Source: an optimization exercise on an open RTL-to-GDS flow (aim: small area, a short achievable clock period and few clock cycles per item). Production flows keep margins and buffers that such runs may drop.
The RTL was checked by simulation tests, not by an equivalence proof against the original design.
No activity file was given, so power comes from the tool's default toggle rates.

**flow/constraint.sdc**
```tcl
create_clock -name core_clock -period 6.0 [get_ports {clk_i}]
set_input_delay 1.2000 -clock core_clock [delete_from_list [all_inputs] [get_ports {clk_i}]]
set_output_delay 1.2000 -clock core_clock [all_outputs]
set_load 0.01 [all_outputs]
```
**flow/config.mk**
```make
export PLATFORM = sky130hd
export DESIGN_NAME = bounded_deque_list_engine
export DESIGN_NICKNAME = bounded_deque_list_engine
export VERILOG_FILES = /design/flow/design.v
export SDC_FILE = /design/flow/constraint.sdc
export NUM_CORES = 4
export LEC_CHECK = 0
export CAP_MARGIN = 20
export CORE_MARGIN = 2
export CORE_UTILIZATION = 40
export SETUP_SLACK_MARGIN = 3.4
export SLEW_MARGIN = 20
```
**flow/design.v**
```verilog
package bdle_pkg;
  localparam int CAPACITY = 16;
  localparam int IDX_W    = 4;    
  localparam int CNT_W    = 5;    
  localparam int VAL_W    = 32;
  localparam logic [2:0] OP_PREPEND  = 3'd0;
  localparam logic [2:0] OP_APPEND   = 3'd1;
  localparam logic [2:0] OP_POP_HEAD = 3'd2;
  localparam logic [2:0] OP_POP_TAIL = 3'd3;
  localparam logic [2:0] OP_INS_AT   = 3'd4;
  localparam logic [2:0] OP_DEL_AT   = 3'd5;
  localparam logic [2:0] OP_DEL_VAL  = 3'd6;
  localparam logic [1:0] ST_OK       = 2'd0;
  localparam logic [1:0] ST_FULL     = 2'd1;
  localparam logic [1:0] ST_EMPTY    = 2'd2;
  localparam logic [1:0] ST_NOTFOUND = 2'd3;
endpackage
module bounded_deque_list_engine (
  input  logic        clk_i,
  input  logic        rst_ni,
  input  logic        s_axis_tvalid,
  output logic        s_axis_tready,
  input  logic [47:0] s_axis_tdata,    
  output logic        m_axis_tvalid,
  input  logic        m_axis_tready,
  output logic [39:0] m_axis_tdata     
);
  localparam int N = bdle_pkg::CAPACITY;
  localparam int W = bdle_pkg::VAL_W;
  logic [W-1:0]               ent [N];       
  logic [N-1:0]               vld_q;         
  logic [bdle_pkg::CNT_W-1:0] cnt_q;
  logic                       tready_q;
  logic                       p_valid_q;
  logic [2:0]                 p_op_q;
  logic [W-1:0]               p_val_q;
  logic [3:0]                 p_pos_q;
  logic                       p_hi0_q;       
  logic [N-1:0]               p_m_q;         
  logic                       p_veq_q;       
  logic                       c_valid_q;
  logic                       exec_q;        
  logic [N-1:0]               c_up_q;        
  logic [N-1:0]               c_ld_q;        
  logic [N-1:0]               c_dn_q;        
  logic [N-1:0]               c_ps_q;        
  logic                       c_inc_q;       
  logic                       c_dec_q;       
  logic [1:0]                 c_st_q;        
  logic [W-1:0]               c_val_q;
  logic                       o_valid_q, s_valid_q;
  logic [39:0]                o_data_q, s_data_q;
  logic exec, c_free, p_free, c_load, p_free_q, c_load_q, c_free_d, o_take;
  assign o_take = !o_valid_q || m_axis_tready;
  logic p_valid_d, c_valid_d, o_valid_d, s_valid_d, exec_d;
  logic [2:0]   in_op;
  logic [W-1:0] in_val;
  logic [7:0]   in_pos;
  assign in_op  = s_axis_tdata[2:0];
  assign in_val = s_axis_tdata[34:3];
  assign in_pos = s_axis_tdata[42:35];
  assign exec   = exec_q;
  assign c_free = !c_valid_q || exec;
  assign p_free = !p_valid_q || c_free;
  assign c_load = p_valid_q && c_free;
  assign s_axis_tready = tready_q;
  always_comb begin
    p_valid_d = p_free ? (s_axis_tvalid && tready_q) : p_valid_q;
    c_valid_d = c_free ? p_valid_q : c_valid_q;
    if (!o_valid_q || m_axis_tready) begin
      o_valid_d = s_valid_q || exec;
      s_valid_d = s_valid_q && exec;
    end else begin
      o_valid_d = o_valid_q;
      s_valid_d = s_valid_q || exec;
    end
    exec_d = c_valid_d && !(o_valid_d && s_valid_d);
    c_free_d = !c_valid_d || exec_d;
  end
  logic [N-1:0] up, dn, ld, hold;
  always_comb begin
    up   = c_up_q & {N{exec}};
    ld   = c_ld_q & {N{exec}};
    dn   = c_dn_q & {N{exec}};
    hold = ~(ld | up | dn);
  end
  always_ff @(posedge clk_i) begin
    for (int i = 0; i < N; i++) begin
      ent[i] <= ({W{hold[i]}} & ent[i]) |
                ({W{ld[i]}}   & c_val_q) |
                ({W{up[i]}}   & ent[(i == 0) ? 0 : i-1]) |
                ({W{dn[i]}}   & ent[(i == N-1) ? N-1 : i+1]);
    end
  end
  logic [W-1:0]               popped;
  logic [bdle_pkg::CNT_W-1:0] cnt_n;
  logic [N-1:0]               vld_n, vld_d;
  logic [39:0]                res;
  always_comb begin
    popped = '0;
    for (int i = 0; i < N; i++) begin
      popped = popped | (ent[i] & {W{c_ps_q[i]}});
    end
    if (c_inc_q) begin
      cnt_n = cnt_q + 5'd1;
      vld_n = {vld_q[N-2:0], 1'b1};
    end else if (c_dec_q) begin
      cnt_n = cnt_q - 5'd1;
      vld_n = {1'b0, vld_q[N-1:1]};
    end else begin
      cnt_n = cnt_q;
      vld_n = vld_q;
    end
    vld_d = vld_n;
    res = {!vld_n[0], cnt_n, popped, c_st_q};
  end
  function automatic logic [N-1:0] follow(logic [N-1:0] m, logic veq,
                                          logic [N-1:0] l, logic [N-1:0] u,
                                          logic [N-1:0] d);
    logic [N-1:0] r;
    for (int i = 0; i < N; i++) begin
      if (l[i])      r[i] = veq;
      else if (u[i]) r[i] = m[(i == 0) ? 0 : i-1];
      else if (d[i]) r[i] = m[(i == N-1) ? N-1 : i+1];
      else           r[i] = m[i];
    end
    follow = r;
  endfunction
  logic [N-1:0] raw, pm_d;
  always_comb begin
    for (int i = 0; i < N; i++) begin
      raw[i] = (ent[i] == in_val);
    end
    pm_d = follow(raw, c_val_q == in_val, ld, up, dn);
  end
  logic [N-1:0] m, pre, t, e, cnt1h, last1h;
  logic [N-1:0] up_d, ld_d, dn_d;
  logic [N-1:0] ps_d;
  logic         full_d, empty_d, ins, ins_ok, dec_d, inc_d;
  logic [1:0]   st_d;
  always_comb begin
    m = follow(p_m_q, p_veq_q, ld, up, dn);
    pre[0] = m[0];
    for (int i = 1; i < N; i++) pre[i] = pre[i-1] | m[i];
    full_d  = vld_d[N-1];
    empty_d = !vld_d[0];
    for (int i = 0; i < N; i++) begin
      cnt1h[i]  = ((i == 0) ? 1'b1 : vld_d[i-1]) && !vld_d[i];
      last1h[i] = vld_d[i] && ((i == N-1) ? 1'b1 : !vld_d[i+1]);
    end
    for (int i = 0; i < N; i++) begin
      e[i] = p_hi0_q && (p_pos_q == i);
      t[i] = p_hi0_q && (p_pos_q < i);
    end
    ins    = 1'b0;
    up_d   = '0;
    ld_d   = '0;
    dn_d   = '0;
    ps_d   = '0;
    inc_d  = 1'b0;
    dec_d  = 1'b0;
    st_d   = bdle_pkg::ST_OK;
    ins_ok = !full_d;
    case (p_op_q)
      bdle_pkg::OP_PREPEND: begin
        ins  = 1'b1;
        up_d = {N-1{ins_ok}} << 1;
        ld_d = {{N-1{1'b0}}, ins_ok};
      end
      bdle_pkg::OP_APPEND: begin
        ins  = 1'b1;
        ld_d = cnt1h & {N{ins_ok}};
      end
      bdle_pkg::OP_INS_AT: begin
        ins  = 1'b1;
        up_d = t & {N{ins_ok}};
        ld_d = ~t & (e | cnt1h) & {N{ins_ok}};
      end
      bdle_pkg::OP_POP_HEAD: begin
        dn_d  = '1;
        ps_d  = {{N-1{1'b0}}, !empty_d};
        dec_d = !empty_d;
        st_d  = empty_d ? bdle_pkg::ST_EMPTY : bdle_pkg::ST_OK;
      end
      bdle_pkg::OP_POP_TAIL: begin
        ps_d  = last1h;
        dec_d = !empty_d;
        st_d  = empty_d ? bdle_pkg::ST_EMPTY : bdle_pkg::ST_OK;
      end
      bdle_pkg::OP_DEL_AT: begin
        dn_d  = t | e;
        dec_d = |(e & vld_d);
        st_d  = dec_d ? bdle_pkg::ST_OK : bdle_pkg::ST_NOTFOUND;
      end
      bdle_pkg::OP_DEL_VAL: begin
        dn_d  = pre;
        dec_d = |(m & vld_d);
        st_d  = dec_d ? bdle_pkg::ST_OK : bdle_pkg::ST_NOTFOUND;
      end
      default: ;
    endcase
    dn_d[N-1] = 1'b0;
    if (ins) begin
      inc_d = ins_ok;
      st_d  = ins_ok ? bdle_pkg::ST_OK : bdle_pkg::ST_FULL;
    end
  end
  always_ff @(posedge clk_i or negedge rst_ni) begin
    if (!rst_ni) begin
      tready_q  <= 1'b0;
      p_free_q  <= 1'b1;
      c_load_q  <= 1'b0;
      p_valid_q <= 1'b0;
      c_valid_q <= 1'b0;
      exec_q    <= 1'b0;
      o_valid_q <= 1'b0;
      s_valid_q <= 1'b0;
      vld_q     <= '0;
      cnt_q     <= '0;
      c_inc_q   <= 1'b0;
      c_dec_q   <= 1'b0;
    end else begin
      tready_q  <= !p_valid_d || !c_valid_d || !(o_valid_d && s_valid_d);
      p_free_q  <= !p_valid_d || c_free_d;
      c_load_q  <= p_valid_d && c_free_d;
      p_valid_q <= p_valid_d;
      c_valid_q <= c_valid_d;
      exec_q    <= exec_d;
      o_valid_q <= o_valid_d;
      s_valid_q <= s_valid_d;
      if (exec) begin
        vld_q <= vld_n;
        cnt_q <= cnt_n;
      end
      if (c_load_q) begin
        c_inc_q <= inc_d;
        c_dec_q <= dec_d;
      end else if (exec) begin
        c_inc_q <= 1'b0;
        c_dec_q <= 1'b0;
      end
    end
  end
  always_ff @(posedge clk_i) begin
    if (p_free_q) begin
      p_veq_q <= c_load_q ? (p_val_q == in_val) : (c_val_q == in_val);
      p_op_q  <= in_op;
      p_val_q <= in_val;
      p_pos_q <= in_pos[3:0];
      p_hi0_q <= (in_pos[7:4] == 4'd0);
      p_m_q   <= pm_d;
    end
    if (c_load_q) begin
      c_up_q  <= up_d;
      c_ld_q  <= ld_d;
      c_dn_q  <= dn_d;
      c_ps_q  <= ps_d;
      c_st_q  <= st_d;
      c_val_q <= p_val_q;
    end
    if (exec) s_data_q <= res;
    o_data_q <= ({40{o_take}}  & (s_valid_q ? s_data_q : res)) |
                ({40{!o_take}} & o_data_q);
  end
  assign m_axis_tvalid = o_valid_q;
  assign m_axis_tdata  = o_data_q;
endmodule
```
**flow/run.sh**
```bash
#!/bin/bash
# synth_recipe.tcl (not shown) runs the flow's synth.tcl, then flattens the netlist and writes it again
# the make line also repeats each setting of config.mk as NAME=value (left out here)
make -C /OpenROAD-flow-scripts/flow DESIGN_CONFIG=/design/flow/config.mk WORK_HOME=/design/flow/orfs CLKGATE_MAP_FILE= SYNTH_SCRIPT=/design/flow/synth_recipe.tcl finish
```
==> out/metrics.yaml <==
grt:
  antenna_found_initial: 30
  grt_max_degree: 66
  grt_pass1_vias: 37000
  grt_pass1_wl_um: 340000
  track_usage_pct: 46.2
  grt_remaining_overflow: 0
cells_and_area:
  post-route-util_pct: 49.9
  final_nets: 3975
  area_delta_synth_final_pct: 23.2
  n_fill_cell: 9397
  seqCellArea_um2: 18000
  multiInputGateArea_um2: 25200
  layout-drive-gt1-share_pct: 21.6
worst_setup_path:
  cp.arrival_ns: 3.45
  cp_top_family: "compound AO/OA/AOI/OAI gates"
  critPathMaxStageDelay_ns: 0.52
  cp_slowest_cell: "dfrtp_2"
  cp-start-kind: "flop"
  crit_required_ns: 6.57
  cp_num_buf_inv: 2
  worstSetupPathType: "reg2reg"
  crit_path_max_fanout: 13
  crit_chain: "buf_4 > nor2_1 > a22oi_2 > o22ai_1 > a221o_1 > nor4_2 > a32oi_1 > o21ai_4 > buf_6"
  rr_startpoint: "c_inc_q"
  startpoint: "c_inc_q"
  end_kind: "flop"
sta:
  holdWs_ns: 0.448
  rsz0062_at_grt: "yes"
  worst_clock_skew_ns: 0.0377
  tightest_slew_ns: 1.06
  hold_viol: 0
  finalCriticalPeriod_ns: 2.88
  relSlewSlack_pct: 29.2
  fin_crit_sh_pct: 48.0
  fmax_mhz: 347
  finalSetupTns_ns: 0
  slew_viol_final: 0
  setup-violations-final: 0
route:
  wl_per_cell_um: 48.1
  drtIter0Drc: 8196
  vias_per_cell: 7.82
  antenna_left: 0
  drtPass1Iterations: 12
  wl_um: 259000
  drc: 0
  vias: 42100
run_status:
  outcome: "finished clean"
worst_hold_path:
  hp-class: "reg2reg"
  worstHoldStart: "c_st_q[1]"
synth:
  synth_area_leaders: "dfxtp_1 (24%), edfxtp_1 (17%), a22o_1 (15%), xnor2_1 (12%), a221o_1 (11%)"
  yosysSeqAreaShare_pct: 42.8
  avgSynthCellArea_um2: 10.7
  syn-instance-count: 3940
  yosys_most_used_dff: "dfxtp_1"
  yosysWarnings: 2
  synth-async-reset-ratio_pct: 3.99
  syn-num-nets: 3994
  netlist_area_um2: 42100
  synth_edf_count: 233
  synth_top_cell_by_area: "dfxtp_1"
  synth-seq-cells: 776
  synth_cell_types: 78
  yosys.area.top_type_share_pct: 24.4
die:
  core_um2: 104000
  die_w_um: 328
  die_y_um: 328
  initial_core_util_pct: 40.5
  fp.dieArea_um2: 108000
  rows: 118
  io_pins: 94
place:
  gp_congestion: 1.17
  hpwl_um: 164000
  io_buffers: 88
clock_network:
  cts_tree: "built"
  cts_sinks: 776
  cts.htree.levels: 3
  worstSkewPairLatency_ns: 0.73
  cts_buffers: 91
  path_clk_slew_ns: 0.06
  root_buffer: "clkbuf_16"
  ctsLongestPathBuffers: 3
  cts_hold_buf: 0
pwr:
  pwr_density_cell_nw_per_um2: 795
  p_total_mw: 41.2
  ir_worst_vdd_mv: 0.510
  leakage_nw: 19.0
run:
  maxCapViolCount: 0
-- final timing paths --
path,end,slack [ns],cells after the start
max in group asynchronous,c_inc_q,4.71,2
worst max register to register,c_st_q[1],3.12,9
worst min-delay path,s_data_q[1],0.45,0
min in group asynchronous,c_valid_q,0.89,2
worst min register to register,s_data_q[1],0.45,0
worst max-delay path,c_st_q[1],3.12,9
-- cell usage in the layout, fill, tap and decap left out, drive strengths merged, types with 102 or more instances in the layout --
cell      n
edfxtp  233
clkbuf  133
nand4   178
a221oi  132
a22o    707
nand2   102
xnor2   565
dfxtp   512
buf     275
a221o   450
-- per-stage QoR --
step	area, um2	setup slack [ns]	std cells
finish	51900	3.12	5392
global route	51800	3.12	5379
CTS	50200	3.10	5333
detailed placement	44400	1.15	5114
global placement	44400	1.08	5114
floorplan	42300	3.40	3940
-- logic make-up (layout without fill, tap and decap cells) --
group | count (synthesis) | count (layout) | share of synthesized area [%]
and+or+nand+nor | 517 | 518 | 6.88
other | 0 | 13 | 0
adders and majority gates | 4 | 4 | 0.107
AOI/OAI and AO/OA | 1486 | 1486 | 31.1
DFF | 776 | 776 | 42.8
buffers and inverters | 483 | 541 | 4.52
xor gates and xnor gates | 584 | 584 | 12.2
muxes | 90 | 90 | 2.36
-- cell type report --
cell class | instances | area share [%]
multi-input combinational | 2682 | 48.6
sequential | 776 | 34.8
timing repair buffer | 346 | 7.19
clock buffer | 120 | 4.76
tap | 1380 | 3.33
clock inverter | 51 | 1.13
inverter | 24 | 0.174
antenna | 13 | 0.0627
-- what timing repair did --
action,in CTS,in global routing
endpoints found under the setup margin,479,160
endpoints found under the hold margin,0,0
resized for setup,605,215
buffers inserted,39,36
gates cloned,9,10
pin swaps,54,81
-- synth_stat cells, types with 11 or more instances --
master    instances
buf_1            36
and2_1           46
o21ai_0          67
nand4_1         178
o31ai_1          14
xor2_1           19
dfxtp_1         512
nand2b_1         16
mux2_2           58
nand2_1         102
nor3_1           21
edfxtp_1        233
a22o_1          707
nor4_1           39
xnor2_1         565
nor3b_1          11
a21oi_1          40
mux2i_1          29
inv_1            23
nor2b_1          26
a221o_1         450
a221oi_1        132
a211oi_1         11
buf_2            40
nor2_1           45
clkbuf_1        377
dfrtp_1          30
-- report_power, final --
group / internal, mW / switching (mW) / leakage (nW) / total [mW]
Clock: 3.35 / 2.53 / 1.49 / 5.88
Sequential: 8.42 / 4.97 / 6.90 / 13.4
Combinational: 8.70 / 13.3 / 10.6 / 22.0
-- registers in the layout (all words and copies together) (netlist names), 15 cells and up, named ones only --
signal / flops
c_val_q: 32
s_data_q: 40
vld_q: 16
c_up_q: 15
p_m_q: 16
c_dn_q: 15
ent: 512
p_val_q: 32
c_ps_q: 16
c_ld_q: 16
-- routing by layer --
metal	wire length (um)	up-vias	global-route usage, %	share of wire [%]
li1	-	15900	-	-
met4	24400	34	30.2	9.4
met3	39700	1207	19.8	15
met2	100000	3990	63.6	39
met1	94600	21000	58.6	36
met5	301	-	0	0.12
Testbench counts, summed over its fixed seeds: cycles 4,824, items 4,800.

## port drivers added, routing unchanged
The results above use ideal ports. As a check the final layout listed here was re-extracted and re-timed, cells and wires unchanged. Step 1 sets driving cells, clkbuf_16 on the clock port and buf_2 on the other inputs (assumed; they add their load-dependent delay and slew). Step 2 adds t to the input delays and takes it off the output delays; t is the mean of the earliest and latest rising clock arrival at the registers after step 1. Input paths then give back, and output paths get back, about the clock's delay inside the block. Three values: no drivers, after step 1, after step 2; two values: the first two.
shift t [ns]: 0.787
setup WS [ns]: 3.119 / 3.119 / 2.523
worst hold slack (ns): 0.448 / 0.448 / 0.448
cell pins on the clock port's net: 1
After both steps setup and hold are still met in this run. For this run, drivers alone change the setup slack by 0.000 ns; drivers and shift together by -0.596 ns.
